Context: an optimization exercise on an open-source flow, tuned for small area and a short achievable clock period. The choices shown serve that exercise and are no tape-out recipe.
At most, simulation tests tie the RTL to the original design; equivalence was not proved.

the previous run:
## dsconv_top
module dsconv_top (
    input  wire        clk,
    input  wire        rst,
    input  wire        start,
    input  wire [47:0] input_pixels,         
    output wire [6:0]  input_pixel_addr,
    output wire [11:0] output_pixel,
    output wire [6:0]  output_pixel_addr,
    output wire [1:0]  output_filter,
    output wire        ready,
    output wire        done
);
Size: about 3600 cells after synthesis, about 81 I/O pins.
==> flow/config.mk <==
export PLATFORM = sky130hd
export DESIGN_NAME = dsconv_top
export DESIGN_NICKNAME = dsconv_top
export VERILOG_FILES = /design/flow/design.v
export SDC_FILE = /design/flow/constraint.sdc
export NUM_CORES = 4
export LEC_CHECK = 0
export CAP_MARGIN = 20
export CORE_MARGIN = 2
export CORE_UTILIZATION = 65
export CTS_CLUSTER_DIAMETER = 100
export CTS_CLUSTER_SIZE = 30
export SLEW_MARGIN = 20
export SYNTH_HIERARCHICAL = 1
export SYNTH_MINIMUM_KEEP_SIZE = 0
==> flow/constraint.sdc <==
create_clock -name core_clock -period 11.0 [get_ports {clk}]
set_input_delay 2.2000 -clock core_clock [delete_from_list [all_inputs] [get_ports {clk}]]
set_output_delay 2.2000 -clock core_clock [all_outputs]
set_load 0.01 [all_outputs]
standard.sh (not shown) runs the stock make flow with config.mk's settings and CLKGATE_MAP_FILE= SYNTH_SCRIPT=/design/flow/synth_recipe.tcl, a recipe that flattens the netlist after the stock synthesis.
==> flow/flow/run.sh <==
#!/bin/bash
# The standard layout (the standard.sh: standard synthesis and the ORFS
# steps), with two changes to how it optimises, not to what it is given:
#  - repair_timing aims for 7.7 ns of setup slack at the 11 ns clock, so that
#    paths are sped up well below the clock period;
#  - the input and output port buffers are buf_2 cells, not the delay cells
#    buffer_ports would pick.
set -euo pipefail
bash standard.sh SETUP_SLACK_MARGIN=7.7 "BUFFER_PORTS_ARGS=-buffer_cell sky130_fd_sc_hd__buf_2" finish > standard.log 2>&1
## Diff of input files: the current run against the previous run
diff --git a/flow/design.v b/flow/design.v
--- a/flow/design.v
+++ b/flow/design.v
@@ -14,49 +14,39 @@
     reg  [8:0] icnt;
     reg  [6:0] ia;
     reg        hold;      
     reg        done_r;
     wire       take = start && !hold;
     always @(posedge clk) begin
         if (rst) begin
             icnt <= 9'd1;
             ia   <= 7'd0;
             hold <= 1'b0;
         end else begin
-            if (take) begin
-                icnt <= icnt + 9'd1;
-                ia   <= icnt[6:0];
-            end
+            if (take) icnt <= icnt + 9'd1;
+            ia <= take ? icnt[6:0] : icnt[6:0] - 7'd1;
             if (hold) begin
                 if (done_r) hold <= 1'b0;
             end else if (take && icnt == 9'd0) begin
                 hold <= 1'b1;
             end
         end
     end
     assign input_pixel_addr = ia;
     reg [47:0]          x0;
     reg [34*48-1:0]      dl;     
     reg                 v1;
-    reg [4-1:0]           v1e;
-    integer i;
     always @(posedge clk) begin
         x0  <= input_pixels;
         v1  <= take && !rst;
-        v1e <= {4{take && !rst}};
-        for (i = 0; i < 48; i = i + 1) begin
-            if (v1e[i / (48 / 4)]) dl[i] <= x0[i];
-        end
-        for (i = 48; i < 34*48; i = i + 1) begin
-            if (v1e[(i % 48) / (48 / 4)]) dl[i] <= dl[i - 48];
-        end
+        if (v1) dl <= {dl[(34-1)*48-1:0], x0};
     end
     wire dw0_0, dw0_1;
     dsconv_fa u_dw0_0 (.a(~dl[1585]), .b(~dl[1584]), .c(~dl[1536]), .s(dw0_0), .co(dw0_1));
     wire dw0_2, dw0_3;
     dsconv_ha u_dw0_2 (.a(~dl[1489]), .b(dl[769]), .s(dw0_2), .co(dw0_3));
     wire dw0_4, dw0_5;
     dsconv_fa u_dw0_4 (.a(~dl[1586]), .b(~dl[1585]), .c(~dl[1537]), .s(dw0_4), .co(dw0_5));
     wire dw0_6, dw0_7;
     dsconv_fa u_dw0_6 (.a(~dl[1490]), .b(dl[770]), .c(dl[721]), .s(dw0_6), .co(dw0_7));
     wire dw0_8, dw0_9;
     dsconv_fa u_dw0_8 (.a(~dl[1587]), .b(~dl[1586]), .c(~dl[1538]), .s(dw0_8), .co(dw0_9));
@@ -960,30 +950,30 @@
         dws[1] <= {1'b1, 1'b1, dw1_165, dw1_192, dw1_190, dw1_188, dw1_186, dw1_184, dw1_182, dw1_180, dw1_178, dw1_176, dw1_174, dw1_172, dw1_170, dw1_168, dw1_138};
         dwc[1] <= {1'b0, 1'b0, dw1_193, dw1_191, dw1_189, dw1_187, dw1_185, dw1_183, dw1_181, dw1_179, dw1_177, dw1_175, dw1_173, dw1_171, dw1_169, dw1_167, dw1_166};
         dws[2] <= {1'b1, dw2_207, dw2_266, dw2_264, dw2_262, dw2_260, dw2_258, dw2_256, dw2_254, dw2_252, dw2_250, dw2_248, dw2_246, dw2_244, dw2_242, dw2_240, dw2_210};
         dwc[2] <= {1'b0, dw2_267, dw2_265, dw2_263, dw2_261, dw2_259, dw2_257, dw2_255, dw2_253, dw2_251, dw2_249, dw2_247, dw2_245, dw2_243, dw2_241, dw2_239, dw2_238};
         dws[3] <= {1'b1, 1'b1, dw3_165, dw3_191, dw3_189, dw3_187, dw3_185, dw3_183, dw3_181, dw3_179, dw3_177, dw3_175, dw3_173, dw3_171, dw3_169, dw3_167, dw3_138};
         dwc[3] <= {1'b0, 1'b0, dw3_192, dw3_190, dw3_188, dw3_186, dw3_184, dw3_182, dw3_180, dw3_178, dw3_176, dw3_174, dw3_172, dw3_170, dw3_168, dw3_88, dw3_166};
         v2 <= v1 && !rst;
     end
     reg [4*12-1:0] u3;
     reg          v3;
     reg [16:0]   dsum [0:3];
-    integer c;
+    integer ca, cb;
     always @(*) begin
-        for (c = 0; c < 4; c = c + 1) dsum[c] = dws[c] + dwc[c];
+        for (ca = 0; ca < 4; ca = ca + 1) dsum[ca] = dws[ca] + dwc[ca];
     end
     always @(posedge clk) begin
-        for (c = 0; c < 4; c = c + 1) begin
-            if (dsum[c][16] != dsum[c][15]) u3[c*12 +: 12] <= dsum[c][16] ? 12'h000 : 12'hfff;
-            else                          u3[c*12 +: 12] <= {~dsum[c][15], dsum[c][14:4]};
+        for (cb = 0; cb < 4; cb = cb + 1) begin
+            if (dsum[cb][16] != dsum[cb][15]) u3[cb*12 +: 12] <= dsum[cb][16] ? 12'h000 : 12'hfff;
+            else                            u3[cb*12 +: 12] <= {~dsum[cb][15], dsum[cb][14:4]};
         end
         v3 <= v2 && !rst;
     end
     reg  [8:0] oa;
     reg  [8:0] nx;
     reg  [3:0] fsel;
     reg  [1:0] nfb;
     reg        ready_r;
     reg        v4, v5, v6;
     wire pw_0, pw_1;
     dsconv_fa u_pw_0 (.a(((fsel[1] & u3[1]) | (fsel[2] & ~u3[1]) | (fsel[3] & u3[0]))), .b(((fsel[2] & ~u3[0]))), .c(((fsel[0] & ~u3[13]))), .s(pw_0), .co(pw_1));
@@ -1215,24 +1205,24 @@
     reg  [11:0] out_r;
     always @(posedge clk) begin
         out_r <= t7[14:3];
         if (rst) begin
             oa      <= 9'd511;
             nx      <= 9'd0;
             fsel    <= 4'b1000;
             nfb     <= 2'b00;
             ready_r <= 1'b0;
             done_r  <= 1'b0;
         end else begin
+            oa <= v6 ? nx : nx - 9'd1;
             if (v6) begin
-                oa   <= nx;
                 nx   <= nx + 9'd1;
                 fsel <= 4'b0001 << nx[8:7];
                 nfb  <= ~nx[8:7];
             end
             ready_r <= v6 && nx[6:4] >= 3'd2 && nx[3:0] >= 4'd2;
             done_r  <= ready_r && nx == 9'd0;
         end
     end
     assign output_pixel      = out_r;
     assign output_pixel_addr = oa[6:0];
     assign output_filter     = oa[8:7];
==> results.txt <==
- On fraction of area in clock buffers and inverters, the current run and the previous run are basically level.
- Max global-route usage across the current run and the previous run: the current run
- Comparing the current run and the previous run, the higher global-route track usage on met1 was measured on the current run.
- There was hardly any difference in number of antenna diodes between the previous run and the current run.
- The run showing the smaller register area share after synthesis is the current run.
- Comparing the current run and the previous run, the higher adder and majority gate portion of the synthesized area was measured on the current run.
- Cmp the current run vs the previous run: worst setup margin higher in the current run
For the previous run, only the layout was checked, not whether the RTL still works.

==> separate check: timing with driven ports <==
No port has a modelled driver above. Below, the same layouts with a new extraction and two added sets of constraints. Step 1 sets driving cells, clkbuf_16 on the clock port and buf_2 on the other inputs (assumed; they add their load-dependent delay and slew). Step 2 adds t to the input delays and takes it off the output delays; t is the mean of the earliest and latest rising clock arrival at the registers after step 1. Input paths then give back, and output paths get back, about the clock's delay inside the block. Three values: no drivers, after step 1, after step 2; two values: the first two.
run	t, ns	slack for setup (ns)	hold slack, ns	worst setup path after step 2	pins driven straight from the clock port
the previous run	0.748	7.613 / 7.542 / 7.199	0.409 / 0.409 / 0.409	input to register	1
the current run	0.744	7.675 / 7.606 / 7.407	0.415 / 0.415 / 0.415	input to register	1
After both steps setup and hold are still met in every run listed. For the previous run, which loses most, drivers alone change the setup slack by -0.071 ns; drivers and shift together by -0.414 ns.
